This design comes from an exercise in tuning for small area on the open sky130 flow, not from production work.
RTL that was checked went through simulation tests only; none was proved equivalent to the original.
Function not checked in run 7: the RTL went through the layout flow alone.
Power and IR drop assume default switching activity.

## flow/design.v

```verilog
`timescale 1ns/1ps
`default_nettype none
module game_top #(
    parameter logic [5:0] DEADLINE_START = 6'd15,
    parameter int         ITEM_SIZE      = 32
) (
    input  logic        posclk,
    input  logic        rst,
    input  logic        left,
    input  logic        right,
    input  logic        down,
    input  logic        up,
    input  logic        start,
    input  logic [2:0]  diff,
    output logic [10:0] block_x,
    output logic [9:0]  block_y,
    output logic [49:0] layer_top,
    output logic [43:0] item_x,
    output logic [39:0] item_y,
    output logic [3:0]  collected,
    output logic [5:0]  count,
    output logic        reminder1,
    output logic        reminder2,
    output logic        lose,
    output logic        win
);
    function automatic logic [10:0] add11(input logic [10:0] a, input logic [10:0] b,
                                          input logic ci);
        logic       c;
        logic [10:0] s;
        begin
            c = ci;
            for (int i = 0; i < 11; i++) begin
                s[i] = a[i] ^ b[i] ^ c;
                c    = (a[i] & b[i]) | (c & (a[i] ^ b[i]));
            end
            add11 = s;
        end
    endfunction
    function automatic logic [9:0] add10(input logic [9:0] a, input logic [9:0] b);
        logic [10:0] s;
        begin
            s     = add11({1'b0, a}, {1'b0, b}, 1'b0);
            add10 = s[9:0];
        end
    endfunction
    function automatic logic [4:0] add5(input logic [4:0] a, input logic [4:0] b);
        logic       c;
        logic [4:0] s;
        begin
            c = 1'b0;
            for (int i = 0; i < 5; i++) begin
                s[i] = a[i] ^ b[i] ^ c;
                c    = (a[i] & b[i]) | (c & (a[i] ^ b[i]));
            end
            add5 = s;
        end
    endfunction
    logic [10:0] bx;           
    logic [9:0]  by;
    logic [49:0] prev_top;
    logic [2:0]  spd;
    logic [2:0]  speed;
    logic [4:0]  wrap;         
    logic [4:0]  wrap_prev;    
    logic [54:0] gap_e;        
    logic [10:0] nby;
    always_comb begin
        case (diff)
            3'b000:  speed = 3'd1;
            3'b001:  speed = 3'd2;
            3'b010:  speed = 3'd3;
            3'b100:  speed = 3'd4;
            default: speed = 3'd2;
        endcase
    end
    assign nby = ~{1'b0, by};
    always_comb begin
        for (int i = 0; i < 5; i++) begin
            wrap_prev[i] = i != 3 && spd != 3'd0 && prev_top[10*i +: 10] >= 10'd765;
            gap_e[11*i +: 11] = add11({1'b0, prev_top[10*i +: 10]}, nby, 1'b0);
            if (i == 3)
                layer_top[10*i +: 10] = prev_top[10*i +: 10];
            else if (wrap_prev[i])
                layer_top[10*i +: 10] = 10'd10;
            else
                layer_top[10*i +: 10] = add10(prev_top[10*i +: 10], {7'd0, spd});
            wrap[i] = layer_top[10*i +: 10] >= 10'd765;
        end
    end
    always_ff @(posedge posclk) begin
        if (rst) begin
            prev_top <= {10'd830, 10'd660, 10'd500, 10'd320, 10'd150};
            spd      <= 3'd0;
        end else begin
            prev_top <= layer_top;
            prev_top[39:30] <= wrap[3] ? 10'd10 : add10(layer_top[39:30], {7'd0, speed});
            spd      <= speed;
        end
    end
    logic [3:0] cnt;
    logic       dec;
    logic       tick;
    logic [4:0] cnt_dec;
    assign cnt_dec   = add5({1'b0, cnt}, {5{tick}});
    assign tick      = (wrap[1] | wrap[3]) & start & (cnt != 4'd0);
    assign count     = {2'b00, cnt};
    assign reminder1 = dec ? cnt <= 4'd9 : cnt <= 4'd10;
    assign reminder2 = dec ? cnt <= 4'd4 : cnt <= 4'd5;
    assign lose      = dec ? cnt == 4'd0 : cnt <= 4'd1;
    always_ff @(posedge posclk) begin
        if (rst) begin
            cnt <= DEADLINE_START[3:0];
            dec <= 1'b0;
        end else begin
            cnt <= cnt_dec[3:0];
            dec <= tick;
        end
    end
    logic [10:0] x_next;
    logic [10:0] x_sum;
    logic [10:0] x_step;
    logic [9:0]  y_next;
    logic [10:0] y_sum;
    logic [9:0]  y_step;
    logic        landed;
    logic        respawn;
    logic [10:0] e;
    logic        near;
    logic        land_3;
    logic [4:0]  land_e;
    logic [4:0]  land_f;
    logic        land_jump;
    logic        land_last;
    logic [4:0]  jump_ok;
    logic [4:0]  solid;
    assign block_x = bx;
    assign block_y = by;
    always_comb begin
        solid[0] = bx < 11'd300 || bx > 11'd418;
        solid[1] = bx < 11'd900 || bx > 11'd1168;
        solid[2] = bx < 11'd580 || bx > 11'd768;
        solid[3] = solid[0];
        solid[4] = solid[1];
        jump_ok[1] = bx > 11'd295 && bx < 11'd423;
        jump_ok[0] = bx > 11'd895 && bx < 11'd1173;
        jump_ok[3] = bx > 11'd575 && bx < 11'd773;
        jump_ok[2] = jump_ok[0];
        jump_ok[4] = jump_ok[1];
        landed    = 1'b0;
        land_e    = 5'd0;
        land_3    = 1'b0;
        land_jump = 1'b0;
        land_last = 1'b0;
        for (int l = 0; l < 5; l++) begin
            e = gap_e[11*l +: 11];
            if (l == 3)                          
                near = e >= 11'd26 && e <= 11'd36;
            else if (e[10:6] != 5'd0)
                near = 1'b0;
            else begin
                case (spd)
                    3'd0:    near = e[5:0] >= 6'd26 && e[5:0] <= 6'd36;
                    3'd1:    near = e[5:0] >= 6'd25 && e[5:0] <= 6'd35;
                    3'd2:    near = e[5:0] >= 6'd24 && e[5:0] <= 6'd34;
                    3'd3:    near = e[5:0] >= 6'd23 && e[5:0] <= 6'd33;
                    default: near = e[5:0] >= 6'd22 && e[5:0] <= 6'd32;
                endcase
            end
            if (!landed && !wrap_prev[l] && solid[l] && near) begin
                landed    = 1'b1;
                land_e    = e[4:0];
                land_3    = (l == 3);
                land_jump = jump_ok[l];
                land_last = (l == 4);
            end
        end
        land_f = add5(land_e, land_3 ? 5'd0 : {2'b00, spd});
        respawn = by >= 10'd758;
        if (left && !right)
            x_step = 11'h7f7;                  
        else if (right && !left)
            x_step = 11'd9;
        else
            x_step = 11'd0;
        x_sum = add11(bx, x_step, 1'b0);
        if (respawn)
            x_next = 11'd700;
        else if (left && !right && bx < 11'd19)
            x_next = 11'd10;
        else if (right && !left && bx > 11'd1227)
            x_next = 11'd1236;
        else
            x_next = x_sum;
        if (landed && up && land_jump)
            y_step = 10'h338;                  
        else if (landed && up && land_last)
            y_step = 10'h3ba;                  
        else if (landed && up)
            y_step = 10'h39c;                  
        else if (landed)
            y_step = {{5{land_f[4]}}, land_f};    
        else if (down)
            y_step = 10'd16;                   
        else
            y_step = 10'd7;                    
        y_sum = add11({1'b0, by}, {1'b0, y_step}, landed && !up);
        if (landed) begin
            if (up && ((land_jump && by < 10'd210) || (!land_jump && land_last && by < 10'd80)
                       || (!land_jump && !land_last && by < 10'd110)))
                y_next = 10'd10;
            else
                y_next = y_sum[9:0];
        end else if (respawn) begin
            y_next = 10'd10;
        end else if ((down && by == 10'd0) || (!down && by < 10'd10)) begin
            y_next = 10'd17;
        end else begin
            y_next = y_sum[9:0];
        end
    end
    always_ff @(posedge posclk) begin
        if (rst) begin
            bx <= 11'd140;
            by <= 10'd200;
        end else begin
            bx <= x_next;
            by <= y_next;
        end
    end
    logic [3:0]  coll;
    logic [3:0]  snap;
    logic [3:0]  hit;
    logic [3:0]  xwin;
    logic [39:0] ride;
    logic [43:0] item_e;
    logic [10:0] ie;
    logic        yhit;
    assign ride  = {prev_top[19:10], prev_top[49:40], prev_top[29:20], prev_top[9:0]};
    assign item_e = {gap_e[21:11], gap_e[54:44], gap_e[32:22], gap_e[10:0]};
    assign xwin[0] = bx > 11'd68  && bx < 11'd132;
    assign xwin[1] = bx > 11'd868 && bx < 11'd932;
    assign xwin[2] = bx > 11'd118 && bx < 11'd182;
    assign xwin[3] = bx > 11'd568 && bx < 11'd632;
    always_comb begin
        for (int i = 0; i < 4; i++) begin
            if (coll[i])
                item_y[10*i +: 10] = 10'd900;
            else if (snap[i])
                item_y[10*i +: 10] = 10'd10;
            else
                item_y[10*i +: 10] = add10(ride[10*i +: 10], 10'h3d8);    
            ie = item_e[11*i +: 11];
            if (snap[i])
                yhit = by < 10'd42;
            else if (ride[10*i +: 10] >= 10'd40)
                yhit = ie >= 11'd8 && ie <= 11'd70;
            else
                yhit = ie >= 11'd1032 && ie <= 11'd1094;
            hit[i] = !coll[i] && xwin[i] && yhit;
        end
    end
    assign item_x[10:0]  = coll[0] ? 11'd900  : 11'd100;
    assign item_x[21:11] = coll[1] ? 11'd1100 : 11'd900;
    assign item_x[32:22] = coll[2] ? 11'd900  : 11'd150;
    assign item_x[43:33] = coll[3] ? 11'd1100 : 11'd600;
    assign collected = coll;
    assign win = &coll;
    always_ff @(posedge posclk) begin
        for (int i = 0; i < 4; i++) begin
            if (rst) begin
                coll[i] <= 1'b0;
                snap[i] <= 1'b0;
            end else begin
                coll[i] <= coll[i] | hit[i];
                snap[i] <= !snap[i] && (ride[10*i +: 10] < 10'd40 || ride[10*i +: 10] >= 10'd798);
            end
        end
    end
endmodule
`default_nettype wire
```

## flow/config.mk

```make
export PLATFORM = sky130hd
export DESIGN_NAME = game_top
export DESIGN_NICKNAME = game_top
export VERILOG_FILES = /design/flow/design.v
export SDC_FILE = /design/flow/constraint.sdc
export NUM_CORES = 4
export LEC_CHECK = 0
export CAP_MARGIN = 20
export CORE_MARGIN = 2
export CORE_UTILIZATION = 65
export PLACE_DENSITY = 0.75
export SLEW_MARGIN = 20
```

## flow/constraint.sdc

```tcl
create_clock -name core_clock -period 10.0 [get_ports {posclk}]
set_input_delay 2.0000 -clock core_clock [delete_from_list [all_inputs] [get_ports {posclk}]]
set_output_delay 2.0000 -clock core_clock [all_outputs]
set_load 0.01 [all_outputs]
```

## flow/flow/cutff.py

```python
#!/usr/bin/env python3
"""Cut every flip-flop of a flat netlist: Q becomes a new input, D a new output.
usage: cutff.py in.v out.v newname"""
import re, sys
src = open(sys.argv[1]).read()
ff = re.compile(r'\n\s*(sky130_fd_sc_hd__df\w+)\s+(\\\S+|\w+)\s*\((.*?)\);', re.S)
ins, outs, assigns = [], [], []
def repl(m):
    name = m.group(2).lstrip('\\')
    pins = dict(re.findall(r'\.(\w+)\(([^()]*)\)', m.group(3)))
    key = re.sub(r'\W', '_', name)
    ins.append(f'ffq_{key}'); outs.append(f'ffd_{key}')
    assigns.append(f'  assign {pins["Q"].strip()} = ffq_{key};\n  assign ffd_{key} = {pins["D"].strip()};\n')
    return '\n'
body = ff.sub(repl, src)
m = re.search(r'module\s+(\w+)\s*\((.*?)\);', body, re.S)
ports = m.group(2).strip()
newports = ports + ', ' + ', '.join(ins + outs)
decl = ''.join(f'  input {p};\n' for p in ins) + ''.join(f'  output {p};\n' for p in outs)
body = body[:m.start()] + f'module {sys.argv[3]}({newports});\n' + decl + body[m.end():]
body = body.replace('endmodule', ''.join(assigns) + 'endmodule')
open(sys.argv[2], 'w').write(body)
print(len(ins), 'flip-flops cut')
```

## flow/standard.sh

```bash
#!/bin/bash
# synth_recipe.tcl (not shown) runs the flow's synth.tcl, then flattens the netlist and writes it again
# the make line also repeats each setting of config.mk as NAME=value (left out here)
make -C /OpenROAD-flow-scripts/flow DESIGN_CONFIG=/design/flow/config.mk WORK_HOME=/design/flow/orfs CLKGATE_MAP_FILE= SYNTH_SCRIPT=/design/flow/synth_recipe.tcl "${@:-finish}"
```

## flow/flow/run.sh

```bash
#!/bin/bash
# Standard synthesis; its combinational logic remapped for area by ABC (the flip-flops
# stay as synthesis made them) and kept only if a SAT proof shows it equal to the
# standard netlist; then the standard layout, with the smallest buffer on the ports
# and a clkbuf_8 clock tree without dummy loads.
set -euo pipefail
export BUFFER_PORTS_ARGS="-buffer_cell sky130_fd_sc_hd__buf_1"
export CTS_ARGS="-repair_clock_nets -buf_list sky130_fd_sc_hd__clkbuf_8 -root_buf sky130_fd_sc_hd__clkbuf_8 -dont_use_dummy_load"
export SKIP_REPAIR_TIE_FANOUT=1
bash standard.sh synth > synth.log 2>&1
R=orfs/results/$FLOW_PLATFORM/game_top/base
Y=$FLOW_HOME/../tools/install/yosys/bin/yosys
LIB=$FLOW_HOME/platforms/$FLOW_PLATFORM/lib/sky130_fd_sc_hd__tt_025C_1v80.lib
cp $R/1_2_yosys.v standard_netlist.v
export REMAP_LIB=$LIB REMAP_IN=standard_netlist.v REMAP_OUT=remapped_netlist.v
export REMAP_STAT=remap_stat.txt REMAP_TOP=$FLOW_TOP
export REMAP_DONT_USE="$(cat flow/dont_use.txt)"
export REMAP_SCRIPT="+strash;&get -n;&deepsyn -T 30;&put;&get -n;&dch -f;&nf -R 1000;&put"
if "$Y" -c flow/remap.tcl > remap.log 2>&1 \
   && bash flow/equiv.sh "$Y" standard_netlist.v remapped_netlist.v "$LIB" > equiv.log 2>&1; then
    echo "remapped netlist proven equal; using it" >> remap.log
    cp remapped_netlist.v $R/1_2_yosys.v
else
    echo "remap failed or not proven; keeping the standard netlist" >> remap.log
fi
bash standard.sh finish > finish.log 2>&1
```

## flow/flow/equiv.sh

```bash
#!/bin/bash
# usage: equiv.sh yosys std.v remapped.v lib
# Combinational equivalence of two netlists with the same flip-flops: each flip-flop
# is cut into a new input (Q) and output (D), and a SAT miter proves the logic equal.
set -euo pipefail
Y=$1; D=$(dirname "$0")
python3 "$D/cutff.py" "$2" equiv_gold.v gold
python3 "$D/cutff.py" "$3" equiv_gate.v gate
"$Y" -p "read_liberty -ignore_miss_func $4; read_verilog equiv_gold.v equiv_gate.v; flatten gold gate; opt_clean; miter -equiv -flatten -make_assert -ignore_gold_x gold gate miter; hierarchy -top miter; sat -verify -prove-asserts miter"
```

## flow/flow/remap.tcl

```tcl
# Remap the combinational logic of the standard synthesis netlist for area.
# The flip-flops are kept as they are (same instances, names and cells).
yosys -import
set lib $::env(REMAP_LIB)
set dont_use {}
foreach c $::env(REMAP_DONT_USE) { lappend dont_use -dont_use $c }
read_liberty -ignore_miss_func $lib
read_verilog $::env(REMAP_IN)
hierarchy -top $::env(REMAP_TOP)
blackbox sky130_fd_sc_hd__dfxtp_1 {*}[expr {[info exists ::env(REMAP_KEEP)] ? $::env(REMAP_KEEP) : ""}]
flatten
opt_clean -purge
abc -liberty $lib {*}$dont_use -script $::env(REMAP_SCRIPT)
opt_clean -purge
write_verilog -noattr -noexpr $::env(REMAP_OUT).raw.v
design -reset
read_liberty -lib $lib
read_verilog $::env(REMAP_OUT).raw.v
hierarchy -top $::env(REMAP_TOP)
splitnets
opt_clean -purge
hilomap -singleton -hicell sky130_fd_sc_hd__conb_1 HI -locell sky130_fd_sc_hd__conb_1 LO
insbuf -buf sky130_fd_sc_hd__buf_4 A X
check -assert
tee -o $::env(REMAP_STAT) stat -liberty $lib
write_verilog -noattr -nohex -nodec $::env(REMAP_OUT)
```

## flow/flow/dont_use.txt

```
sky130_fd_sc_hd__probe_p_8
sky130_fd_sc_hd__probec_p_8
sky130_fd_sc_hd__lpflow_bleeder_1
sky130_fd_sc_hd__lpflow_clkbufkapwr_1
sky130_fd_sc_hd__lpflow_clkbufkapwr_16
sky130_fd_sc_hd__lpflow_clkbufkapwr_2
sky130_fd_sc_hd__lpflow_clkbufkapwr_4
sky130_fd_sc_hd__lpflow_clkbufkapwr_8
sky130_fd_sc_hd__lpflow_clkinvkapwr_1
sky130_fd_sc_hd__lpflow_clkinvkapwr_16
sky130_fd_sc_hd__lpflow_clkinvkapwr_2
sky130_fd_sc_hd__lpflow_clkinvkapwr_4
sky130_fd_sc_hd__lpflow_clkinvkapwr_8
sky130_fd_sc_hd__lpflow_decapkapwr_12
sky130_fd_sc_hd__lpflow_decapkapwr_3
sky130_fd_sc_hd__lpflow_decapkapwr_4
sky130_fd_sc_hd__lpflow_decapkapwr_6
sky130_fd_sc_hd__lpflow_decapkapwr_8
sky130_fd_sc_hd__lpflow_inputiso0n_1
sky130_fd_sc_hd__lpflow_inputiso0p_1
sky130_fd_sc_hd__lpflow_inputiso1n_1
sky130_fd_sc_hd__lpflow_inputiso1p_1
sky130_fd_sc_hd__lpflow_inputisolatch_1
sky130_fd_sc_hd__lpflow_isobufsrc_1
sky130_fd_sc_hd__lpflow_isobufsrc_16
sky130_fd_sc_hd__lpflow_isobufsrc_2
sky130_fd_sc_hd__lpflow_isobufsrc_4
sky130_fd_sc_hd__lpflow_isobufsrc_8
sky130_fd_sc_hd__lpflow_isobufsrckapwr_16
sky130_fd_sc_hd__lpflow_lsbuf_lh_hl_isowell_tap_1
sky130_fd_sc_hd__lpflow_lsbuf_lh_hl_isowell_tap_2
sky130_fd_sc_hd__lpflow_lsbuf_lh_hl_isowell_tap_4
sky130_fd_sc_hd__lpflow_lsbuf_lh_isowell_4
sky130_fd_sc_hd__lpflow_lsbuf_lh_isowell_tap_1
sky130_fd_sc_hd__lpflow_lsbuf_lh_isowell_tap_2
sky130_fd_sc_hd__lpflow_lsbuf_lh_isowell_tap_4
sky130_fd_sc_hd__fill_1
sky130_fd_sc_hd__fill_2
sky130_fd_sc_hd__fill_4
sky130_fd_sc_hd__fill_8
*clkdlybuf*
*dlygate*
```

==> out/results.tsv, run 1 <==
metric	value	unit
start_kind	flip-flop	
postCtsResizedCells	0	
wl_per_cell	16.7	µm
finClkSkew	17.8	ps
avgViaCountPerCell	6.12	
drt_first_iter_violations	774	
dp_cells	1328	
routed_wl	22300	µm
final_common_cell	buf_1	
total_power	1.86	mW
drive_gt1_share	1.60	%
p_per_area	228	nW/µm²
grt_pass1_vias	7125	
portBuffers	151	
critPathSlowestCell	dfxtp_1	
slowest_delay	520	ps
fmax	124	MHz
htree_levels	3	
irDropWorstVdd	165	µV
drc_errors	0	
critical_path_class	reg -> reg	
antenna_found_initial	0	
synth_area_per_cell	7.09	µm²
antennaDiodeCount	0	
tns	0	ps
core	11900	µm²
setup_ws	1960	ps
period_needed	8040	ps
fin_area	8150	µm²
crit_required	10290	ps
clock_sinks	87	
final-setup-viol-count	0	
synth_area	7820	µm²
cts-buffers-inserted	9	
status	complete, no violations	
area_growth	4.31	%
firstDrtPassIters	6	
die_w	114	µm
path_clk_slew	90	ps
die_y	114	µm
multi_input_area	5310	µm²
synthesis.nets	1112	
p_leak	2.89	nW
path_max_fanout	15	
cts_tree	yes	
finalCritPeriodShare	80.4	%
dieArea	12900	µm²
cap_violations	0	
finalNonFillerCells	1337	
final_antenna_net_count	0	
grt_util_all_layers	33.9	%
cts_hold_buf	0	
hold_slack	533	ps
seqCellArea	1740	µm²
dpl_cell_area	8030	µm²
fillers	1109	
grt_max_degree	50	
preCtsSetupSlack	2080	ps
crit_top_cell	maj3_1	
final-max-slew-violation-count	0	
io_pins	179	
final_nets	1202	
synthCells	1102	
cp.arrival	8340	ps
place_congestion	0.970	
clockBufferDepth	2	
clock_latency	380	ps
cp-end-kind	flip-flop	
final_cell_mix	buf_1 (150), nor2_1 (125), xnor2_1 (88), dfxtp_1 (87), nand2_1 (86)	
utilization	68.7	%
grt_pass1_wl	35400	µm
synth_warnings	1	
tightest_slew	1120	ps
finalHoldViolCount	0	
grt_overflow	0	
post_cts_buffers	0	
slew_headroom	25.0	%
rsz0062_at_grt	false	
start_util	65.9	%
clockRootBuffer	clkbuf_8	
vias	8179	
hpwl	16000	µm
hold_class	reg -> reg	
rows	40	
-- flip-flops by register name, indices dropped and copies added (netlist names) --
register  flops
cnt           4
snap          4
bx           11
spd           3
by           10
prev_top     50
dec           1
coll          4
-- cell type report --
class,instances,area share (%)
Multi-Input combinational cell,891,65.1
Sequential cell,87,21.4
Timing Repair Buffer,160,7.80
Tap cell,147,2.26
Inverter,43,1.98
Clock buffer,9,1.52
-- path summary, 6_finish.rpt --
kind / start / to / slack, ps / cells past startpoint
max: by[0] / by[9] / 1960 / 33
min reg2reg: cnt[3] / cnt[3] / 530 / 2
max reg2reg: by[0] / by[9] / 1960 / 33
min: cnt[3] / cnt[3] / 530 / 2
-- report_power, final --
group	switching (mW)	total [mW]	leakage (nW)	internal (mW)
Combinational	0.675	1.13	2.11	0.454
Sequential	0.132	0.526	0.712	0.394
Clock	0.123	0.204	0.0647	0.0808
Total	0.931	1.86	2.89	0.928
-- metal layers --
layer | track usage, % | vias up | share of wire (%)
met2 | 55.3 | 343 | 46
met3 | 4.73 | 53 | 7.3
met1 | 45.2 | 3751 | 44
met4 | 14.2 | 0 | 3.2
li1 | - | 4032 | -
met5 | 0 | - | 0
-- worst max-delay path, delay by kind of cell, from the launching register on --
family,cells,cell delay [ps]
adders and majority gates,5,1990
buffers and inverters,1,120
AOI/OAI and AO/OA,10,1980
DFF,1,520
xor gates and xnor gates,3,590
and+or+nand+nor,14,2750
==> inputs of run 2 (changes only) <==
--- a/flow/flow/run.sh
+++ b/flow/flow/run.sh
@@ -7,3 +7,3 @@
 export BUFFER_PORTS_ARGS="-buffer_cell sky130_fd_sc_hd__buf_1"
-export CTS_ARGS="-repair_clock_nets -buf_list sky130_fd_sc_hd__clkbuf_8 -root_buf sky130_fd_sc_hd__clkbuf_8 -dont_use_dummy_load"
+export CTS_ARGS="-sink_clustering_enable -repair_clock_nets -buf_list sky130_fd_sc_hd__clkbuf_16 -root_buf sky130_fd_sc_hd__clkbuf_16 -sink_clustering_size 45 -sink_clustering_max_diameter 150 -dont_use_dummy_load"
 export SKIP_REPAIR_TIE_FANOUT=1
==> run 2 against run 1 <==
Net effect:
- still clean
- clock power rose by 43%
- power increased by 4.9%
- clock skew decreased by 5.1 ps
- area after synthesis did not move
- sequential power hardly changed
- sequential share of layout area is 0.26 points lower
- die area is the same
- first-iteration DRC count is 3.9% higher
- synthesized cell count unchanged
- non-clock buffer count unchanged
- critical path type unchanged
==> out/results.tsv, run 2 <==
metric	value	unit	change
largest_register_ffs	50		unchanged
p_leak	2.93	nW	was 2.89 nW
status	complete, no violations		unchanged
fillers	1090		was 1109
avgViaCountPerCell	6.13		was 6.12
drive_gt1_share	1.60	%	unchanged
finalNonFillerCells	1337		unchanged
grt_util_all_layers	34.1	%	was 33.9%
fin_area	8260	µm²	was 8150 µm²
core	11900	µm²	unchanged
grt.busiest_layer	met2		unchanged
preCtsSetupSlack	2080	ps	unchanged
critPathSlowestCell	dfxtp_1		unchanged
io_pins	179		unchanged
slowest_delay	510	ps	was 520 ps
r2r_cells	33		unchanged
tightest_slew	1100	ps	was 1120 ps
clockRootBuffer	clkbuf_16		was clkbuf_8
period_needed	8090	ps	was 8040 ps
slew_headroom	26.3	%	was 25.0%
drc_errors	0		unchanged
synth_area_per_cell	7.09	µm²	unchanged
cts_hold_buf	0		unchanged
final_antenna_net_count	0		unchanged
reg_top3	prev_top: 50 flops, bx: 11 flops, by: 10 flops		unchanged
finalCritPeriodShare	80.9	%	was 80.4%
dieArea	12900	µm²	unchanged
synth_warnings	1		unchanged
final_cell_mix	buf_1 (150), nor2_1 (125), xnor2_1 (88), dfxtp_1 (87), nand2_1 (86)		unchanged
grtUsageMet1	45.4	%	was 45.2%
cp.arrival	8350	ps	was 8340 ps
htree_levels	3		unchanged
post_cts_buffers	0		unchanged
synthesis.nets	1112		unchanged
rsz0062_at_grt	false		unchanged
min_path_cells	2		unchanged
postCtsResizedCells	0		unchanged
vias	8201		was 8179
drt_first_iter_violations	804		was 774
wl_per_cell	16.8	µm	was 16.7 µm
hold_class	reg -> reg		unchanged
critical_path_class	reg -> reg		unchanged
rows	40		unchanged
irDropWorstVdd	171	µV	was 165 µV
fmax	124	MHz	about the same
finClkSkew	12.7	ps	was 17.8 ps
regMostFlops	prev_top		unchanged
grt_overflow	0		unchanged
clockBufferDepth	2		unchanged
final_nets	1202		unchanged
synth_area	7820	µm²	unchanged
start_kind	flip-flop		unchanged
portBuffers	151		unchanged
grt_pass1_vias	7148		was 7125
cpLargestDelayFamily	simple AND/OR/NAND/NOR gates		unchanged
timing.rr.start	by[0]		unchanged
crit_required	10260	ps	was 10290 ps
firstDrtPassIters	5		was 6
synthCells	1102		unchanged
area_growth	5.60	%	was 4.31%
grt_pass1_wl	35500	µm	was 35400 µm
met3_usage	4.52	%	was 4.73%
die_y	114	µm	unchanged
r2r_end	by[9]		unchanged
utilization	69.6	%	was 68.7%
routed_wl	22400	µm	was 22300 µm
path_clk_slew	60	ps	was 90 ps
cp-end-kind	flip-flop		unchanged
start_util	65.9	%	unchanged
final-setup-viol-count	0		unchanged
finalHoldViolCount	0		unchanged
clock_latency	350	ps	was 380 ps
p_per_area	236	nW/µm²	was 228 nW/µm²
crit_top_cell	maj3_1		unchanged
worstHoldStart	cnt[3]		unchanged
dp_cells	1328		unchanged
cts-buffers-inserted	9		unchanged
grt_max_degree	50		unchanged
path_max_fanout	15		unchanged
tns	0	ps	unchanged
clock_sinks	87		unchanged
final_common_cell	buf_1		unchanged
hpwl	16000	µm	unchanged
critical_path_buf_inv_count	1		unchanged
cts_tree	yes		unchanged
antenna_found_initial	0		unchanged
setup_ws	1910	ps	was 1960 ps
min_to	cnt[3]		unchanged
die_w	114	µm	unchanged
place_congestion	0.970		unchanged
dpl_cell_area	8030	µm²	unchanged
final-max-slew-violation-count	0		unchanged
antennaDiodeCount	0		unchanged
use_met2	55.8	%	was 55.3%
cap_violations	0		unchanged
ff2ff_setup_slack	1910	ps	was 1960 ps
-- run 2: where the power goes --
| group | total (mW) | internal, mW | switching, mW |
|---|---|---|---|
| registers | 0.527 | 0.395 | 0.133 |
| clock network | 0.291 | 0.158 | 0.132 |
| logic | 1.13 | 0.454 | 0.678 |
-- run 2: metrics by stage --
stage                     total power [mW]  hold slack [ps]
after floorplan                       1.39              492
after global placement                1.63              516
after detailed placement              1.64              528
after CTS                             1.93              537
after global routing                  2.10              601
final                                 1.95              529
-- run 2: tightest hold or removal path: stages, from the launching register on --
cell	delay (ps)
dfxtp_1	350
o21ai_0	80
nand2b_1	50
-- run 2: metal layers --
| metal | vias up | wire length (µm) |
|---|---|---|
| li1 | 4030 | - |
| met1 | 3803 | 9830 |
| met2 | 317 | 10400 |
| met3 | 51 | 1560 |
| met4 | 0 | 648 |
| met5 | - | 0 |
-- run 2: layout make-up --
type                            instances  area, µm²  share of cell area (%)
Multi-Input combinational cell        891       5310                    64.3
Tap cell                              147        184                    2.23
Clock buffer                            9        225                    2.73
Sequential cell                        87       1740                    21.1
Inverter                               43        161                    1.96
Timing Repair Buffer                  160        636                    7.70
-- run 2: worst max-delay path by stage --
stage,from,end,slack [ps],cells past startpoint
finish,by[0],by[9],1910,33
global placement,by[0],by[9],2360,33
floorplan,by[0],by[9],3010,33
global route,by[0],by[9],1360,33
CTS,by[0],by[9],2050,33
detailed placement,by[0],by[9],2080,33
==> inputs of run 3 (changes only) <==
--- a/flow/flow/run.sh
+++ b/flow/flow/run.sh
@@ -7,3 +7,3 @@
 export BUFFER_PORTS_ARGS="-buffer_cell sky130_fd_sc_hd__buf_1"
-export CTS_ARGS="-sink_clustering_enable -repair_clock_nets -buf_list sky130_fd_sc_hd__clkbuf_16 -root_buf sky130_fd_sc_hd__clkbuf_16 -sink_clustering_size 45 -sink_clustering_max_diameter 150 -dont_use_dummy_load"
+export CTS_ARGS="-sink_clustering_enable -repair_clock_nets -buf_list sky130_fd_sc_hd__clkbuf_4 -root_buf sky130_fd_sc_hd__clkbuf_8 -sink_clustering_size 10 -dont_use_dummy_load"
 export SKIP_REPAIR_TIE_FANOUT=1
==> run 3 against run 2 <==
Net effect:
- still clean on timing, DRC and antenna
- worst hold slack better by 3.8 ps
- maximum frequency is 0.59% higher
- cell count did not move
- power down 4.7%
- final area decreased by 1.2%
- via count shrank 0.27%
- die area is the same
- non-clock buffer count stayed put
- worst setup slack improved by 48 ps
- area after synthesis did not move
- clock power decreased by about 30%
- highest routed layer unchanged
- routed wire length fell by 0.72%
==> out/results.tsv, run 3 <==
metric	value	unit	change
p_sw	931	µW	was 943 µW
pwr-share-seq	28.3	%	was 27.0%
clockBufferDepth	2		unchanged
final_cell_mix	buf_1 (150), nor2_1 (125), xnor2_1 (88), dfxtp_1 (87), nand2_1 (86)		unchanged
dp_cells	1328		unchanged
regMostFlops	prev_top		unchanged
final-setup-viol-count	0		unchanged
path_max_fanout	15		unchanged
rows	40		unchanged
drc_errors	0		unchanged
finalCritPeriodShare	80.4	%	was 80.9%
hpwl	16000	µm	unchanged
largest_register_ffs	50		unchanged
post_cts_buffers	0		unchanged
htree_levels	3		unchanged
status	complete, no violations		unchanged
clockRootBuffer	clkbuf_8		was clkbuf_16
drt_first_iter_violations	774		was 804
reg_top3	prev_top: 50 flops, bx: 11 flops, by: 10 flops		unchanged
fin_area	8150	µm²	was 8260 µm²
grt_max_degree	50		unchanged
p_leak	2.89	nW	was 2.93 nW
synth_area_per_cell	7.09	µm²	unchanged
finalNonFillerCells	1337		unchanged
area_growth	4.31	%	was 5.60%
wl_per_cell	16.7	µm	was 16.8 µm
synthesis.nets	1112		unchanged
portBuffers	151		unchanged
place_congestion	0.970		unchanged
swShare	50.1	%	was 48.4%
final_nets	1202		unchanged
slowest_delay	520	ps	was 510 ps
fmax	124	MHz	about the same
rsz0062_at_grt	false		unchanged
vias	8179		was 8201
dieArea	12900	µm²	unchanged
min_path_cells	2		unchanged
tightest_slew	1120	ps	was 1100 ps
antenna_found_initial	0		unchanged
power.internal	928	µW	was 1.01 mW
antennaDiodeCount	0		unchanged
ff2ff_setup_slack	1960	ps	was 1910 ps
final_common_cell	buf_1		unchanged
drive_gt1_share	1.60	%	unchanged
cp.arrival	8340	ps	was 8350 ps
start_kind	flip-flop		unchanged
grt_pass1_wl	35400	µm	was 35500 µm
synth_warnings	1		unchanged
tns	0	ps	unchanged
slew_headroom	25.0	%	was 26.3%
postCtsResizedCells	0		unchanged
io_pins	179		unchanged
start_util	65.9	%	unchanged
clock_sinks	87		unchanged
grt_util_all_layers	33.9	%	was 34.1%
hold_slack	533	ps	was 529 ps
period_needed	8040	ps	was 8090 ps
routed_wl	22300	µm	was 22400 µm
firstDrtPassIters	6		was 5
crit_required	10290	ps	was 10260 ps
cts-buffers-inserted	9		unchanged
hold_class	reg -> reg		unchanged
die_w	114	µm	unchanged
final_antenna_net_count	0		unchanged
die_y	114	µm	unchanged
cts_tree	yes		unchanged
avgViaCountPerCell	6.12		was 6.13
cts_hold_buf	0		unchanged
critPathSlowestCell	dfxtp_1		unchanged
cp-end-kind	flip-flop		unchanged
synth_area	7820	µm²	unchanged
r2r_cells	33		unchanged
crit_top_cell	maj3_1		unchanged
clock_power_share	11.0	%	was 14.9%
core	11900	µm²	unchanged
final-max-slew-violation-count	0		unchanged
path_clk_slew	90	ps	was 60 ps
cap_violations	0		unchanged
critical_path_class	reg -> reg		unchanged
finalHoldViolCount	0		unchanged
finClkSkew	17.8	ps	was 12.7 ps
combinationalPowerShare	60.7	%	was 58.0%
clock_latency	380	ps	was 350 ps
irDropWorstVdd	165	µV	was 171 µV
synthCells	1102		unchanged
total_power	1.86	mW	was 1.95 mW
dpl_cell_area	8030	µm²	unchanged
p_per_area	228	nW/µm²	was 236 nW/µm²
grt_pass1_vias	7125		was 7148
grt_overflow	0		unchanged
run 3: routing by layer:
| layer | up-vias | track usage [%] | share of wire [%] |
|---|---|---|---|
| met2 | 343 | 55.3 | 46 |
| li1 | 4032 | - | - |
| met3 | 53 | 4.73 | 7.3 |
| met5 | - | 0 | 0 |
| met4 | 0 | 14.2 | 3.2 |
| met1 | 3751 | 45.2 | 44 |
run 3: area by class of cell:
class | instances | area (µm²)
flip-flops and latches | 87 | 1740
repair buffers | 160 | 636
well taps | 147 | 184
clock buffers | 9 | 124
multi-input cells | 891 | 5310
inverters | 43 | 161
fillers | 1109 | 3710
run 3: per-stage QoR:
stage,setup WS [ps],util [%]
global placement,2360,67.7
global route,1360,68.7
CTS,2050,68.7
detailed placement,2080,67.7
floorplan,3010,-
finish,1960,68.7
run 3: worst paths after layout:
path,startpoint,end
setup reg to reg,by[0],by[9]
hold / removal,cnt[3],cnt[3]
setup / recovery,by[0],by[9]
hold reg to reg,cnt[3],cnt[3]
run 3: power by group through the flow:
stage	registers (mW)	logic (mW)	clock network [mW]
2_1_floorplan	0.504	0.890	0
3_3_place_gp	0.529	1.10	0
3_5_place_dp	0.531	1.11	0
4_1_cts	0.523	1.12	0.206
5_1_grt	0.537	1.26	0.216
6_report	0.526	1.13	0.204
run 3: critical path, delay by kind of cell, from the launching register on:
family	cells	cell delay [ps]
AO/OA/AOI/OAI	10	1980
XOR/XNOR	3	590
flip-flops	1	520
adder cells (fa/ha/maj)	5	1990
AND/OR/NAND/NOR	14	2750
buffers and inverters	1	120
==> inputs of run 4 (changes only) <==
==> flow/flow/run.sh (replaced) <==
#!/bin/bash
# Standard synthesis; its combinational logic remapped for area by ABC with a few
# recipes (the flip-flops stay as synthesis made them); the smallest result is kept
# only if a SAT proof shows it equal to the standard netlist. Then the standard layout,
# with the smallest buffer on the ports, one tie cell per constant and a clkbuf_8 clock
# tree without dummy loads.
set -euo pipefail
export BUFFER_PORTS_ARGS="-buffer_cell sky130_fd_sc_hd__buf_1"
export CTS_ARGS="-sink_clustering_enable -repair_clock_nets -buf_list sky130_fd_sc_hd__clkbuf_4 -root_buf sky130_fd_sc_hd__clkbuf_8 -sink_clustering_size 10 -dont_use_dummy_load"
export SKIP_REPAIR_TIE_FANOUT=1
bash standard.sh synth > synth.log 2>&1
R=orfs/results/$FLOW_PLATFORM/game_top/base
Y=$FLOW_HOME/../tools/install/yosys/bin/yosys
LIB=$FLOW_HOME/platforms/$FLOW_PLATFORM/lib/sky130_fd_sc_hd__tt_025C_1v80.lib
cp $R/1_2_yosys.v standard_netlist.v
export REMAP_LIB=$LIB REMAP_IN=standard_netlist.v REMAP_TOP=$FLOW_TOP
export REMAP_DONT_USE="$(cat flow/dont_use.txt)"
recipes=(
  "+strash;&get -n;&deepsyn -T 30;&put;&get -n;&dch -f;&nf -R 1000;&put"
  "+strash;&get -n;&deepsyn -T 30;&put;&get -n;&dch -f;&nf -F 10 -A 10 -a -C 32 -p -R 1000;&put"
)
best=""; best_area=""
for i in "${!recipes[@]}"; do
    export REMAP_SCRIPT="${recipes[$i]}" REMAP_OUT=remap_$i.v REMAP_STAT=remap_stat_$i.txt
    if "$Y" -c flow/remap.tcl > remap_$i.log 2>&1; then
        a=$(awk '/Chip area/ {print $NF}' remap_stat_$i.txt)
        echo "recipe $i: area $a" >> remap.log
        if [[ -z "$best" ]] || awk -v a="$a" -v b="$best_area" 'BEGIN {exit !(a < b)}'; then
            best=remap_$i.v; best_area=$a
        fi
    else
        echo "recipe $i: failed" >> remap.log
    fi
done
if [[ -n "$best" ]] && bash flow/equiv.sh "$Y" standard_netlist.v "$best" "$LIB" > equiv.log 2>&1; then
    echo "$best (area $best_area) proven equal; using it" >> remap.log
    cp "$best" $R/1_2_yosys.v
else
    echo "no remapped netlist proven equal; keeping the standard netlist" >> remap.log
fi
bash standard.sh finish > finish.log 2>&1
==> run 4 against run 3 <==
Net effect:
- critical endpoint unchanged
- die area shrank 0.68%
- area after synthesis shrank 0.70%
- combinational power grew 9%
- cell count shrank 1.6%
- first-iteration DRC count shrank 5.7%
- final area shrank 0.75%
- sequential power grew 4.4%
- routed wire length shrank 0.63%
- worst setup slack gained 30 ps
- clock-buffer cell count is the same
- maximum frequency grew 0.38%
- critical path type unchanged
- worst hold slack lost 6.3 ps
==> out/results.tsv, run 4 <==
metric	value	unit	change
reg_top3	prev_top: 50 flops, bx: 11 flops, by: 10 flops		unchanged
cp.depth	30		was 33
r2r_end	by[9]		unchanged
cts_tree	yes		unchanged
drt_first_iter_violations	730		was 774
final-setup-viol-count	0		unchanged
wl_per_cell	16.8	µm	was 16.7 µm
clock_latency	390	ps	was 380 ps
cap_violations	0		unchanged
tns	0	ps	unchanged
largest_register_ffs	50		unchanged
path_clk_slew	90	ps	about the same
area_growth	4.26	%	was 4.31%
final_cell_mix	buf_1 (150), nor2_1 (99), a21oi_1 (92), xnor2_1 (91), nand2_1 (88)		was buf_1 (150), nor2_1 (125), xnor2_1 (88), dfxtp_1 (87), nand2_1 (86)
drc_errors	0		unchanged
antenna_found_initial	0		unchanged
timing.rr.start	by[1]		was by[0]
io_pins	179		unchanged
status	complete, no violations		unchanged
tightest_slew	1050	ps	was 1120 ps
rsz0062_at_grt	false		unchanged
die_w	113	µm	was 114 µm
portBuffers	151		unchanged
vias	8106		was 8179
crit_top_cell	maj3_1		unchanged
grt_overflow	0		unchanged
finalHoldViolCount	0		unchanged
grt_pass1_vias	7008		was 7125
preCtsSetupSlack	2140	ps	was 2080 ps
start_kind	flip-flop		unchanged
post_cts_buffers	0		unchanged
routed_wl	22100	µm	was 22300 µm
cp-end-kind	flip-flop		unchanged
final_nets	1184		was 1202
utilization	70.3	%	was 68.7%
final_common_cell	buf_1		unchanged
crit_required	10300	ps	was 10290 ps
synth_area	7760	µm²	was 7820 µm²
p_per_area	244	nW/µm²	was 228 nW/µm²
postCtsResizedCells	0		unchanged
htree_levels	3		unchanged
regMostFlops	prev_top		unchanged
dieArea	12800	µm²	was 12900 µm²
clockBufferDepth	2		unchanged
slowest_delay	690	ps	was 520 ps
synthesis.nets	1094		was 1112
hold_class	reg -> reg		unchanged
avgViaCountPerCell	6.16		was 6.12
critical_path_buf_inv_count	1		unchanged
finClkSkew	24.8	ps	was 17.8 ps
grt_pass1_wl	35200	µm	was 35400 µm
grt_util_all_layers	33.7	%	was 33.9%
clock_sinks	87		unchanged
fmax	125	MHz	was 124 MHz
crit_end	by[9]		unchanged
synth_area_per_cell	7.16	µm²	was 7.09 µm²
final_antenna_net_count	0		unchanged
path_max_fanout	12		was 15
cp.arrival	8310	ps	was 8340 ps
firstDrtPassIters	6		unchanged
total_power	1.98	mW	was 1.86 mW
die_y	113	µm	was 114 µm
hpwl	16000	µm	about the same
dp_cells	1305		was 1328
p_leak	2.78	nW	was 2.89 nW
period_needed	8010	ps	was 8040 ps
place_congestion	0.959		was 0.970
irDropWorstVdd	240	µV	was 165 µV
finalNonFillerCells	1315		was 1337
setup_ws	1990	ps	was 1960 ps
synth_warnings	1		unchanged
cts_hold_buf	0		unchanged
antennaDiodeCount	0		unchanged
core	11500	µm²	was 11900 µm²
slew_headroom	29.4	%	was 25.0%
critical_path_class	reg -> reg		unchanged
grt_max_degree	41		was 50
cts-buffers-inserted	9		unchanged
finalCritPeriodShare	80.1	%	was 80.4%
synthCells	1084		was 1102
rows	39		was 40
critPathSlowestCell	dfxtp_1		unchanged
drive_gt1_share	1.62	%	was 1.60%
cpLargestDelayFamily	simple AND/OR/NAND/NOR gates		unchanged
start_util	67.4	%	was 65.9%
r2r_cells	30		was 33
final-max-slew-violation-count	0		unchanged
clockRootBuffer	clkbuf_8		unchanged
critPathLaunch	by[1]		was by[0]
ff2ff_setup_slack	1990	ps	was 1960 ps
==> run 4: worst min path at each step <==
stage	start	endpoint	slack [ps]	cells past startpoint
after floorplan	cnt[3]	cnt[3]	490	2
after global placement	cnt[3]	cnt[3]	510	2
after detailed placement	cnt[3]	cnt[3]	520	2
after CTS	cnt[3]	cnt[3]	530	2
after global routing	cnt[3]	cnt[3]	600	2
final	cnt[3]	cnt[3]	530	2
==> run 4: layout make-up <==
| cell class | instances | area [µm²] |
|---|---|---|
| clock buffers | 9 | 124 |
| repair buffers | 160 | 636 |
| multi-input cells | 870 | 5240 |
| well taps | 143 | 179 |
| flip-flops and latches | 87 | 1740 |
| fillers | 1067 | 3420 |
| inverters | 46 | 173 |
==> run 4: per-layer routing <==
metal  track usage (%)  share of wire [%]  wire length, µm
met5                 0                  0                0
met4              11.4                2.2              478
met3              5.25                8.9             1960
met2              51.5                 44             9700
met1              48.5                 45            10000
==> run 4: through the flow <==
step                instance area, µm²  hold WS (ps)
floorplan                         7760           492
global placement                  7960           514
detailed placement                7960           520
CTS                               8090           533
global route                      8090           597
finish                            8090           527
==> run 4: tightest hold or removal path, cell delays in order, from the launching register on <==
cell and delay (ps):
dfxtp_1 360, o21ai_0 80, nand2b_1 50
==> run 4: where the power goes <==
part | internal, mW | switching, mW | leakage, nW
combinational | 0.494 | 0.733 | 2.01
sequential | 0.400 | 0.149 | 0.712
clock | 0.0807 | 0.120 | 0.0647
==> inputs of run 5 (changes only) <==
--- a/flow/flow/run.sh
+++ b/flow/flow/run.sh
@@ -10,2 +10,3 @@
 export SKIP_REPAIR_TIE_FANOUT=1
+export GPL_KEEP_OVERFLOW=0
 bash standard.sh synth > synth.log 2>&1
==> run 5 against run 4 <==
Net effect:
- core utilization shrank 0.41 points
- clock skew is 5.9 ps higher
- sequential cell count stayed put
- largest power group unchanged
- area after synthesis is the same
- power fell by 0.48%
- critical endpoint unchanged
- largest cell class unchanged
- routed wire length rose by 0.24%
==> out/results.tsv, run 5 <==
metric	value	unit	change
grt_util_all_layers	33.7	%	about the same
cp-end-kind	flip-flop		unchanged
fin_area	8050	µm²	was 8090 µm²
critPathSlowestCell	dfxtp_1		unchanged
start_kind	flip-flop		unchanged
core	11500	µm²	unchanged
routed_wl	22200	µm	was 22100 µm
drive_gt1_share	0.945	%	was 1.62%
firstDrtPassIters	5		was 6
dieArea	12800	µm²	unchanged
tns	0	ps	unchanged
path_max_fanout	12		unchanged
power.internal	966	µW	was 974 µW
largest_register_ffs	50		unchanged
avgViaCountPerCell	6.21		was 6.16
clock_sinks	87		unchanged
wl_per_cell	17.0	µm	was 16.8 µm
status	complete, no violations		unchanged
pwr-share-seq	29.7	%	was 27.8%
synthCells	1084		unchanged
rows	39		unchanged
setup_ws	1610	ps	was 1990 ps
hpwl	16100	µm	was 16000 µm
io_pins	179		unchanged
postCtsResizedCells	0		unchanged
final_antenna_net_count	0		unchanged
p_per_area	245	nW/µm²	was 244 nW/µm²
clock_latency	390	ps	about the same
min_path_cells	2		unchanged
antenna_found_initial	0		unchanged
clockRootBuffer	clkbuf_8		unchanged
final_nets	1176		was 1184
grt_overflow	0		unchanged
combinationalPowerShare	60.1	%	was 62.1%
final-max-slew-violation-count	0		unchanged
critical_path_class	reg -> reg		unchanged
htree_levels	3		unchanged
finalHoldViolCount	0		unchanged
crit_required	10310	ps	was 10300 ps
clock_power_share	10.2	%	about the same
crit_top_cell	maj3_1		unchanged
period_needed	8390	ps	was 8010 ps
cts_tree	yes		unchanged
fmax	119	MHz	was 125 MHz
p_leak	2.75	nW	was 2.78 nW
start_util	67.4	%	unchanged
grt_max_degree	42		was 41
synth_warnings	1		unchanged
total_power	1.97	mW	was 1.98 mW
area_growth	3.64	%	was 4.26%
p_sw	1.00	mW	about the same
antennaDiodeCount	0		unchanged
preCtsSetupSlack	1810	ps	was 2140 ps
drt_first_iter_violations	746		was 730
vias	8121		was 8106
grt_pass1_vias	6907		was 7008
fillers	1060		was 1067
synth_area_per_cell	7.16	µm²	unchanged
cts_hold_buf	0		unchanged
slew_headroom	28.4	%	was 29.4%
die_y	113	µm	unchanged
cp.arrival	8710	ps	was 8310 ps
synth_area	7760	µm²	unchanged
drc_errors	0		unchanged
final_cell_mix	buf_1 (150), nor2_1 (99), a21oi_1 (92), xnor2_1 (91), nand2_1 (88)		unchanged
swShare	50.9	%	was 50.7%
clockBufferDepth	2		unchanged
portBuffers	151		unchanged
dpl_cell_area	7920	µm²	was 7960 µm²
path_clk_slew	90	ps	about the same
regMostFlops	prev_top		unchanged
final-setup-viol-count	0		unchanged
place_congestion	0.927		was 0.959
cts-buffers-inserted	9		unchanged
finalCritPeriodShare	83.9	%	was 80.1%
hold_class	reg -> reg		unchanged
hold_slack	532	ps	was 527 ps
irDropWorstVdd	252	µV	was 240 µV
r2r_cells	28		was 30
slowest_delay	820	ps	was 690 ps
tightest_slew	1070	ps	was 1050 ps
rsz0062_at_grt	false		unchanged
finClkSkew	30.8	ps	was 24.8 ps
grt_pass1_wl	35000	µm	was 35200 µm
cap_violations	0		unchanged
reg_top3	prev_top: 50 flops, bx: 11 flops, by: 10 flops		unchanged
synthesis.nets	1094		unchanged
die_w	113	µm	unchanged
post_cts_buffers	0		unchanged
final_common_cell	buf_1		unchanged
## run 5: power by group through the flow
stage	Sequential (mW)	Clock, mW	Combinational (mW)
CTS	0.576	0.202	1.17
finish	0.583	0.201	1.18
floorplan	0.525	0	0.953
global placement	0.582	0	1.15
detailed placement	0.583	0	1.16
global route	0.594	0.215	1.31
## run 5: final cells by class
cell class,instances,area (µm²),area share [%]
Timing Repair Buffer,152,588,7.31
Sequential cell,87,1740,21.6
Multi-Input combinational cell,870,5240,65.1
Tap cell,143,179,2.22
Inverter,46,173,2.15
Clock buffer,9,124,1.54
## run 5: critical path, delay by kind of cell, from the launching register on
family          cells  cell delay, ps
compound gates      9            1790
xor+xnor            2             260
fa+ha+maj           4            1730
buf+inv             1             670
flops               1             820
mux                 1             290
simple gates       11            2750
## run 5: path summary, 6_finish.rpt
kind | start | endpoint | slack (ps)
max | by[6] | by[9] | 1610
min | cnt[3] | cnt[3] | 530
max reg2reg | by[6] | by[9] | 1610
min reg2reg | cnt[3] | cnt[3] | 530
## run 5: stage by stage
stage,cells,utilization [%]
finish,1307,69.9
global route,1307,69.9
CTS,1307,69.9
detailed placement,1298,68.8
global placement,1297,68.6
floorplan,1084,-
## run 5: routing by layer
metal	global-route usage, %	wire [µm]
met4	9.51	360
met5	0	0
met3	4.23	1910
met1	47.8	9910
met2	53.9	10000
==> inputs of run 6 (changes only) <==
--- a/flow/flow/run.sh
+++ b/flow/flow/run.sh
@@ -19,4 +19,4 @@
 recipes=(
-  "+strash;&get -n;&deepsyn -T 30;&put;&get -n;&dch -f;&nf -R 1000;&put"
-  "+strash;&get -n;&deepsyn -T 30;&put;&get -n;&dch -f;&nf -F 10 -A 10 -a -C 32 -p -R 1000;&put"
+  "+strash;&get -n;&deepsyn -J 10 -T 300;&put;&get -n;&dch -f;&nf -R 1000;&put"
+  "+strash;&get -n;&deepsyn -J 10 -T 300;&put;&get -n;&dch -f;&nf -F 10 -A 10 -a -C 32 -p -R 1000;&put"
 )
==> run 6 against run 5 <==
Net effect:
- critical path type unchanged
- via count did not move
- global-route usage did not move
- die area did not move
- largest power group unchanged
==> out/results.tsv, run 6 <==
metric	value	unit	change
fmax	119	MHz	unchanged
crit_required	10310	ps	about the same
cp-end-kind	flip-flop		unchanged
slowest_delay	820	ps	about the same
place_congestion	0.927		unchanged
finalHoldViolCount	0		unchanged
die_w	113	µm	unchanged
crit_top_cell	maj3_1		unchanged
portBuffers	151		unchanged
synthesis.nets	1094		unchanged
rsz0062_at_grt	false		unchanged
dpl_cell_area	7920	µm²	unchanged
clock_latency	390	ps	about the same
final-setup-viol-count	0		unchanged
grt_util_all_layers	33.7	%	unchanged
io_pins	179		unchanged
worstHoldStart	cnt[3]		unchanged
critPathSlowestCell	dfxtp_1		unchanged
critical_path_class	reg -> reg		unchanged
reg_top3	prev_top: 50 flops, bx: 11 flops, by: 10 flops		unchanged
cp.depth	28		unchanged
total_power	1.97	mW	unchanged
cts_hold_buf	0		unchanged
drc_errors	0		unchanged
avgViaCountPerCell	6.21		unchanged
largest_register_ffs	50		unchanged
cts-buffers-inserted	9		unchanged
p_per_area	245	nW/µm²	unchanged
hold_class	reg -> reg		unchanged
slew_headroom	28.4	%	unchanged
start_util	67.4	%	unchanged
htree_levels	3		unchanged
tns	0	ps	unchanged
final_antenna_net_count	0		unchanged
firstDrtPassIters	5		unchanged
p_leak	2.75	nW	unchanged
routed_wl	22200	µm	unchanged
period_needed	8390	ps	unchanged
grt_max_degree	42		unchanged
postCtsResizedCells	0		unchanged
finalCritPeriodShare	83.9	%	unchanged
utilization	69.9	%	unchanged
wl_per_cell	17.0	µm	unchanged
path_max_fanout	12		unchanged
hpwl	16100	µm	unchanged
setup_ws	1610	ps	unchanged
die_y	113	µm	unchanged
final_cell_mix	buf_1 (150), nor2_1 (99), a21oi_1 (92), xnor2_1 (91), nand2_1 (88)		unchanged
rows	39		unchanged
antennaDiodeCount	0		unchanged
min_path_cells	2		unchanged
grt_pass1_wl	35000	µm	unchanged
preCtsSetupSlack	1810	ps	unchanged
timing.rr.start	by[6]		unchanged
dieArea	12800	µm²	unchanged
finClkSkew	30.8	ps	unchanged
critPathLaunch	by[6]		unchanged
synth_area_per_cell	7.16	µm²	unchanged
clock_sinks	87		unchanged
start_kind	flip-flop		unchanged
cap_violations	0		unchanged
cp.arrival	8710	ps	about the same
synth_area	7760	µm²	unchanged
critical_path_buf_inv_count	1		unchanged
synth_warnings	1		unchanged
r2r_cells	28		unchanged
status	complete, no violations		unchanged
vias	8121		unchanged
cpLargestDelayFamily	simple AND/OR/NAND/NOR gates		unchanged
ff2ff_setup_slack	1610	ps	about the same
drt_first_iter_violations	746		unchanged
fin_area	8050	µm²	unchanged
regMostFlops	prev_top		unchanged
clockBufferDepth	2		unchanged
grt_pass1_vias	6907		unchanged
final_nets	1176		unchanged
grt_overflow	0		unchanged
post_cts_buffers	0		unchanged
path_clk_slew	90	ps	about the same
cts_tree	yes		unchanged
clockRootBuffer	clkbuf_8		unchanged
synthCells	1084		unchanged
final_common_cell	buf_1		unchanged
antenna_found_initial	0		unchanged
irDropWorstVdd	252	µV	unchanged
core	11500	µm²	unchanged
tightest_slew	1070	ps	unchanged
area_growth	3.64	%	unchanged
final-max-slew-violation-count	0		unchanged
drive_gt1_share	0.945	%	unchanged
run 6: cell counts in the layout (fill, tap and decap cells not counted):
Identical to the previous run, type by type.
run 6: worst reg2reg max path: cells and delay by family, from the launching register on:
family,cells,cell delay (ps)
AND/OR/NAND/NOR,11,2750
AO/OA/AOI/OAI,9,1790
adder cells (fa/ha/maj),4,1730
flip-flops,1,820
buffers and inverters,1,670
multiplexers,1,300
XOR/XNOR,2,260
run 6: routing by layer:
layer  routed length (µm)  track usage, %  part of all wire [%]
met1                 9910            47.8                    45
met2                10000            53.9                    45
met3                 1910            4.23                   8.6
met4                  360            9.51                   1.6
met5                    0               0                     0
run 6: final cells by class:
class	count	area [µm²]
Clock buffer	9	124
Multi-Input combinational cell	870	5240
Fill cell	1060	3470
Tap cell	143	179
Sequential cell	87	1740
Timing Repair Buffer	152	588
Inverter	46	173
run 6: where the power goes:
group	switching, mW	internal (mW)
combinational	0.696	0.486
clock	0.121	0.0807
sequential	0.184	0.400
total	1.00	0.966
run 6: metrics by stage:
step | hold slack [ps] | std cells
CTS | 538 | 1307
floorplan | 492 | 1084
global placement | 518 | 1297
global route | 579 | 1307
detailed placement | 525 | 1298
finish | 532 | 1307
run 6: final timing paths:
kind              endpoint
setup / recovery     by[9]
hold reg to reg     cnt[3]
setup reg to reg     by[9]
hold / removal      cnt[3]
==> inputs of run 7 (changes only) <==
--- a/flow/design.v
+++ b/flow/design.v
@@ -162,3 +162,2 @@
                 case (spd)
-                    3'd0:    near = e[5:0] >= 6'd26 && e[5:0] <= 6'd36;
                     3'd1:    near = e[5:0] >= 6'd25 && e[5:0] <= 6'd35;
==> run 7 against run 6 <==
Net effect:
- still clean
- clock power is essentially flat
- power shrank 8.7%
- routed wire length grew 1.8%
- core utilization shrank 1.5 points
- clock skew shrank 0.60 ps
- die area grew 0.64%
==> out/results.tsv, run 7 <==
metric	value	unit	change
status	complete, no violations		unchanged
grt_pass1_wl	35700	µm	was 35000 µm
synthesis.nets	1119		was 1094
drt_first_iter_violations	625		was 746
hpwl	16500	µm	was 16100 µm
firstDrtPassIters	5		unchanged
portBuffers	151		unchanged
fillers	1136		was 1060
finalNonFillerCells	1336		was 1307
largest_register_ffs	50		unchanged
wl_per_cell	16.9	µm	was 17.0 µm
path_clk_slew	100	ps	was 90 ps
setup_ws	1830	ps	was 1610 ps
p_leak	2.80	nW	was 2.75 nW
hold_class	reg -> reg		unchanged
fmax	122	MHz	was 119 MHz
grt_max_degree	41		was 42
final_nets	1201		was 1176
final-setup-viol-count	0		unchanged
postCtsResizedCells	0		unchanged
synth_area_per_cell	7.05	µm²	was 7.16 µm²
die_y	114	µm	was 113 µm
dpl_cell_area	7980	µm²	was 7920 µm²
dieArea	12900	µm²	was 12800 µm²
antenna_found_initial	0		unchanged
dp_cells	1327		was 1298
cp-end-kind	flip-flop		unchanged
tns	0	ps	unchanged
final_cell_mix	buf_1 (150), nor2_1 (116), nand2_1 (109), xnor2_1 (87), dfxtp_1 (87)		was buf_1 (150), nor2_1 (99), a21oi_1 (92), xnor2_1 (91), nand2_1 (88)
grt_overflow	0		unchanged
critical_path_buf_inv_count	2		was 1
synth_warnings	1		unchanged
critPathSlowestCell	nor4b_1		was dfxtp_1
finalCritPeriodShare	81.7	%	was 83.9%
combinationalPowerShare	57.5	%	was 60.1%
clock_latency	390	ps	about the same
clock_sinks	87		unchanged
rsz0062_at_grt	false		unchanged
pwr-share-seq	31.4	%	was 29.7%
start_kind	flip-flop		unchanged
grt_util_all_layers	34.1	%	was 33.7%
cts_tree	yes		unchanged
cpLargestDelayFamily	compound AO/OA/AOI/OAI gates		was simple AND/OR/NAND/NOR gates
clock_power_share	11.1	%	was 10.2%
finalHoldViolCount	0		unchanged
start_util	65.9	%	was 67.4%
p_sw	905	µW	was 1.00 mW
reg_top3	prev_top: 50 flops, bx: 11 flops, by: 10 flops		unchanged
crit_required	10280	ps	was 10310 ps
synthCells	1109		was 1084
slew_headroom	32.7	%	was 28.4%
post_cts_buffers	0		unchanged
clockRootBuffer	clkbuf_8		unchanged
core	11900	µm²	was 11500 µm²
cap_violations	0		unchanged
antennaDiodeCount	0		unchanged
die_w	114	µm	was 113 µm
drc_errors	0		unchanged
cts-buffers-inserted	9		unchanged
irDropWorstVdd	169	µV	was 252 µV
fin_area	8110	µm²	was 8050 µm²
period_needed	8170	ps	was 8390 ps
critical_path_class	reg -> reg		unchanged
path_max_fanout	12		unchanged
area_growth	3.78	%	was 3.64%
tightest_slew	1010	ps	was 1070 ps
final_antenna_net_count	0		unchanged
regMostFlops	prev_top		unchanged
finClkSkew	30.2	ps	was 30.8 ps
swShare	50.4	%	was 50.9%
avgViaCountPerCell	6.16		was 6.21
synth_area	7810	µm²	was 7760 µm²
clockBufferDepth	2		unchanged
preCtsSetupSlack	1930	ps	was 1810 ps
slowest_delay	740	ps	was 820 ps
routed_wl	22600	µm	was 22200 µm
grt_pass1_vias	7138		was 6907
power.internal	891	µW	was 966 µW
hold_slack	548	ps	was 532 ps
cts_hold_buf	0		unchanged
p_per_area	221	nW/µm²	was 245 nW/µm²
drive_gt1_share	1.01	%	was 0.945%
htree_levels	3		unchanged
cp.arrival	8450	ps	was 8710 ps
place_congestion	1.03		was 0.927
rows	40		was 39
final_common_cell	buf_1		unchanged
final-max-slew-violation-count	0		unchanged
vias	8233		was 8121
io_pins	179		unchanged
==> run 7: changes by cell type in the layout (fill, tap and decap cells not counted), sizes merged, moves of 6 or more <==
cell / delta
nor3b: -6
and2: +7
nor2b: -7
a21oi: -7
o21a: -6
nor2: +17
nand2: +21
nor4: +10
==> run 7: power groups by stage <==
stage / logic, mW / clock network [mW] / registers [mW]
after floorplan: 0.832 / 0 / 0.507
after global placement: 1.00 / 0 / 0.564
after detailed placement: 1.01 / 0 / 0.565
after CTS: 1.02 / 0.201 / 0.557
after global routing: 1.14 / 0.215 / 0.574
final: 1.03 / 0.199 / 0.563
==> run 7: per-stage QoR <==
step / power, mW / util, %
2_1_floorplan: 1.34 / -
3_3_place_gp: 1.57 / 67.1
3_5_place_dp: 1.57 / 67.3
4_1_cts: 1.77 / 68.3
5_1_grt: 1.93 / 68.4
6_report: 1.80 / 68.4
==> run 7: final timing paths <==
kind / from / endpoint / slack (ps) / cells past startpoint
worst min-delay path: cnt[3] / cnt[3] / 550 / 2
worst max register to register: by[1] / by[9] / 1830 / 35
worst min register to register: cnt[3] / cnt[3] / 550 / 2
worst max-delay path: by[1] / by[9] / 1830 / 35
==> run 7: layer usage <==
metal	vias up	track usage [%]	wire [µm]
met4	0	10.9	510
li1	4047	-	-
met3	39	5.53	1870
met5	-	0	0
met1	3806	47.8	10000
met2	341	54.1	10200
==> run 7: worst min-delay path, stage by stage (launching register included) <==
cell,delay (ps)
dfxtp_1,360
o21ai_0,100
nand2b_1,50
==> run 7: final cells by class <==
cell class              count  area [µm²]  area share (%)
multi-input cells         894        5300            65.3
flip-flops and latches     87        1740            21.5
repair buffers            152         588            7.25
well taps                 147         184            2.27
inverters                  47         176            2.18
clock buffers               9         124            1.53
==> inputs of run 8 (changes only) <==
--- a/flow/design.v
+++ b/flow/design.v
@@ -162,2 +162,3 @@
                 case (spd)
+                    3'd0:    near = e[5:0] >= 6'd26 && e[5:0] <= 6'd36;
                     3'd1:    near = e[5:0] >= 6'd25 && e[5:0] <= 6'd35;
--- a/flow/config.mk
+++ b/flow/config.mk
@@ -9,4 +9,4 @@
 export CORE_MARGIN = 2
-export CORE_UTILIZATION = 65
-export PLACE_DENSITY = 0.75
+export CORE_UTILIZATION = 55
+export PLACE_DENSITY = 0.65
 export SLEW_MARGIN = 20
==> run 8 against run 7 <==
Net effect:
- still clean on timing, DRC and antenna
- synthesized cell count down 2.3%
- sequential cell count stayed put
- critical path depth decreased by 8
- power rose by 9.3%
- clock power barely moved
- critical endpoint unchanged
- highest routed layer unchanged
==> out/results.tsv, run 8 <==
metric	value	unit	change
tns	0	ps	unchanged
setup_ws	1650	ps	was 1830 ps
antennaDiodeCount	0		unchanged
cts-buffers-inserted	9		unchanged
synth_area	7760	µm²	was 7810 µm²
finalHoldViolCount	0		unchanged
postCtsResizedCells	0		unchanged
path_max_fanout	17		was 12
dpl_cell_area	7970	µm²	was 7980 µm²
die_w	123	µm	was 114 µm
final_nets	1176		was 1201
cp.arrival	8640	ps	was 8450 ps
start_kind	flip-flop		unchanged
cap_violations	0		unchanged
grt_pass1_wl	35800	µm	was 35700 µm
min_to	cnt[3]		unchanged
total_power	1.96	mW	was 1.80 mW
post_cts_buffers	0		unchanged
cp-end-kind	flip-flop		unchanged
rows	43		was 40
cts_hold_buf	0		unchanged
finalNonFillerCells	1344		was 1336
clockBufferDepth	2		unchanged
finClkSkew	26.7	ps	was 30.2 ps
grt_util_all_layers	29.9	%	was 34.1%
r2r_end	by[9]		unchanged
grt_pass1_vias	6904		was 7138
die_y	123	µm	was 114 µm
drt_first_iter_violations	625		unchanged
critical_path_class	reg -> reg		unchanged
htree_levels	3		unchanged
irDropWorstVdd	183	µV	was 169 µV
synthCells	1084		was 1109
synth_warnings	1		unchanged
place_congestion	0.988		was 1.03
timing.rr.start	by[8]		was by[1]
cts_tree	yes		unchanged
synth_area_per_cell	7.16	µm²	was 7.05 µm²
rsz0062_at_grt	false		unchanged
final_common_cell	buf_1		unchanged
slew_headroom	25.8	%	was 32.7%
avgViaCountPerCell	5.96		was 6.16
grt_max_degree	42		was 41
r2r_cells	27		was 35
dieArea	15100	µm²	was 12900 µm²
routed_wl	22700	µm	was 22600 µm
grt_overflow	0		unchanged
final_cell_mix	buf_1 (150), nor2_1 (99), xnor2_1 (91), a21oi_1 (91), nand2_1 (88)		was buf_1 (150), nor2_1 (116), nand2_1 (109), xnor2_1 (87), dfxtp_1 (87)
drc_errors	0		unchanged
hold_class	reg -> reg		unchanged
start_util	56.1	%	was 65.9%
regMostFlops	prev_top		unchanged
clockRootBuffer	clkbuf_8		unchanged
ff2ff_setup_slack	1650	ps	was 1830 ps
hpwl	16400	µm	was 16500 µm
final_antenna_net_count	0		unchanged
fmax	120	MHz	was 122 MHz
dp_cells	1335		was 1327
clock_sinks	87		unchanged
min_path_cells	2		unchanged
path_clk_slew	90	ps	was 100 ps
final-setup-viol-count	0		unchanged
wl_per_cell	16.9	µm	about the same
period_needed	8350	ps	was 8170 ps
p_per_area	242	nW/µm²	was 221 nW/µm²
reg_top3	prev_top: 50 flops, bx: 11 flops, by: 10 flops		unchanged
crit_required	10290	ps	was 10280 ps
worstHoldStart	cnt[3]		unchanged
antenna_found_initial	0		unchanged
firstDrtPassIters	5		unchanged
status	complete, no violations		unchanged
area_growth	4.29	%	was 3.78%
drive_gt1_share	1.03	%	was 1.01%
portBuffers	151		unchanged
vias	8013		was 8233
fin_area	8100	µm²	was 8110 µm²
core	13800	µm²	was 11900 µm²
finalCritPeriodShare	83.5	%	was 81.7%
synthesis.nets	1094		was 1119
clock_latency	390	ps	about the same
io_pins	179		unchanged
final-max-slew-violation-count	0		unchanged
largest_register_ffs	50		unchanged
p_leak	2.75	nW	was 2.80 nW
tightest_slew	1110	ps	was 1010 ps
preCtsSetupSlack	1900	ps	was 1930 ps
-- run 8: worst max-delay path by stage --
stage / to / cells past startpoint / slack, ps / from
after floorplan: by[9] / 31 / 3160 / by[1]
after global placement: by[9] / 29 / 2130 / by[8]
after detailed placement: by[9] / 28 / 1900 / by[6]
after CTS: by[9] / 28 / 1830 / by[6]
after global routing: by[9] / 29 / 870 / by[8]
final: by[9] / 27 / 1650 / by[8]
-- run 8: report_power, final --
part	leakage (nW)	switching, mW	internal [mW]
sequential	0.712	0.185	0.400
combinational	1.97	0.690	0.486
clock	0.0647	0.121	0.0807
total	2.75	0.996	0.966
-- run 8: metrics by stage --
step	util [%]	hold slack, ps
3_5_place_dp	57.6	524
6_report	58.5	536
5_1_grt	58.5	567
3_3_place_gp	57.5	524
4_1_cts	58.5	536
2_1_floorplan	-	492
-- run 8: metal layers --
layer	track usage (%)	up-vias	wire [µm]
met4	10.4	0	574
met3	4.83	36	1660
li1	-	3986	-
met2	44.4	277	9660
met5	0	-	0
met1	43.6	3714	10800
-- run 8: critical path: stages, from the launching register on --
cell,delay (ps)
dfxtp_1,880
clkinv_1,630
a221oi_1,500
a31oi_1,160
or4_1,500
a211oi_1,580
a2111oi_0,190
or2_0,290
nor3_1,750
mux2i_1,300
xor2_1,90
a21oi_1,180
or2_0,160
nand3_1,130
xnor2_1,160
nand2_1,100
o21ai_0,140
maj3_1,370
nand2_1,100
o21ai_0,140
maj3_1,400
nand2_1,80
o21ai_0,150
maj3_1,410
nor2b_1,180
nor4_1,340
a311oi_1,90
a211oi_1,240
-- run 8: area by class of cell --
cell class | count | area, µm²
Fill cell | 1408 | 5730
Multi-Input combinational cell | 870 | 5240
Sequential cell | 87 | 1740
Timing Repair Buffer | 152 | 588
Tap cell | 180 | 225
Inverter | 46 | 173
Clock buffer | 9 | 124

[port drivers added, routing unchanged]
How much do the figures lean on ideal ports? The routed layouts below were timed once more, with nothing changed but the port constraints.
Step 1: set_driving_cell puts a clkbuf_16 on posclk and a buf_2 on each other input, an assumption about the parent block.
Step 2 moves the port delays by t, midway between the first and last clock arrival at a register: inputs arrive t later, outputs are due t later. That takes back most of the time a late clock gives input paths.
Three values: ideal ports, drivers, drivers and shift; two values: the first two.
run | t (ns) | setup WS [ns] | worst setup path at the end | worst slew at a driven data input, ns
run 1 | 0.412 | 1.957 / 1.957 / 1.957 | register to register | 0.03
run 2 | 0.389 | 1.909 / 1.909 / 1.909 | register to register | 0.03
run 3 | 0.412 | 1.957 / 1.957 / 1.957 | register to register | 0.03
run 4 | 0.412 | 1.987 / 1.987 / 1.987 | register to register | 0.03
run 5 | 0.416 | 1.605 / 1.605 / 1.605 | register to register | 0.04
run 6 | 0.416 | 1.605 / 1.605 / 1.605 | register to register | 0.04
run 7 | 0.412 | 1.830 / 1.830 / 1.830 | register to register | 0.03
run 8 | 0.412 | 1.651 / 1.651 / 1.651 | register to register | 0.04
After both steps every run listed still meets setup and hold.
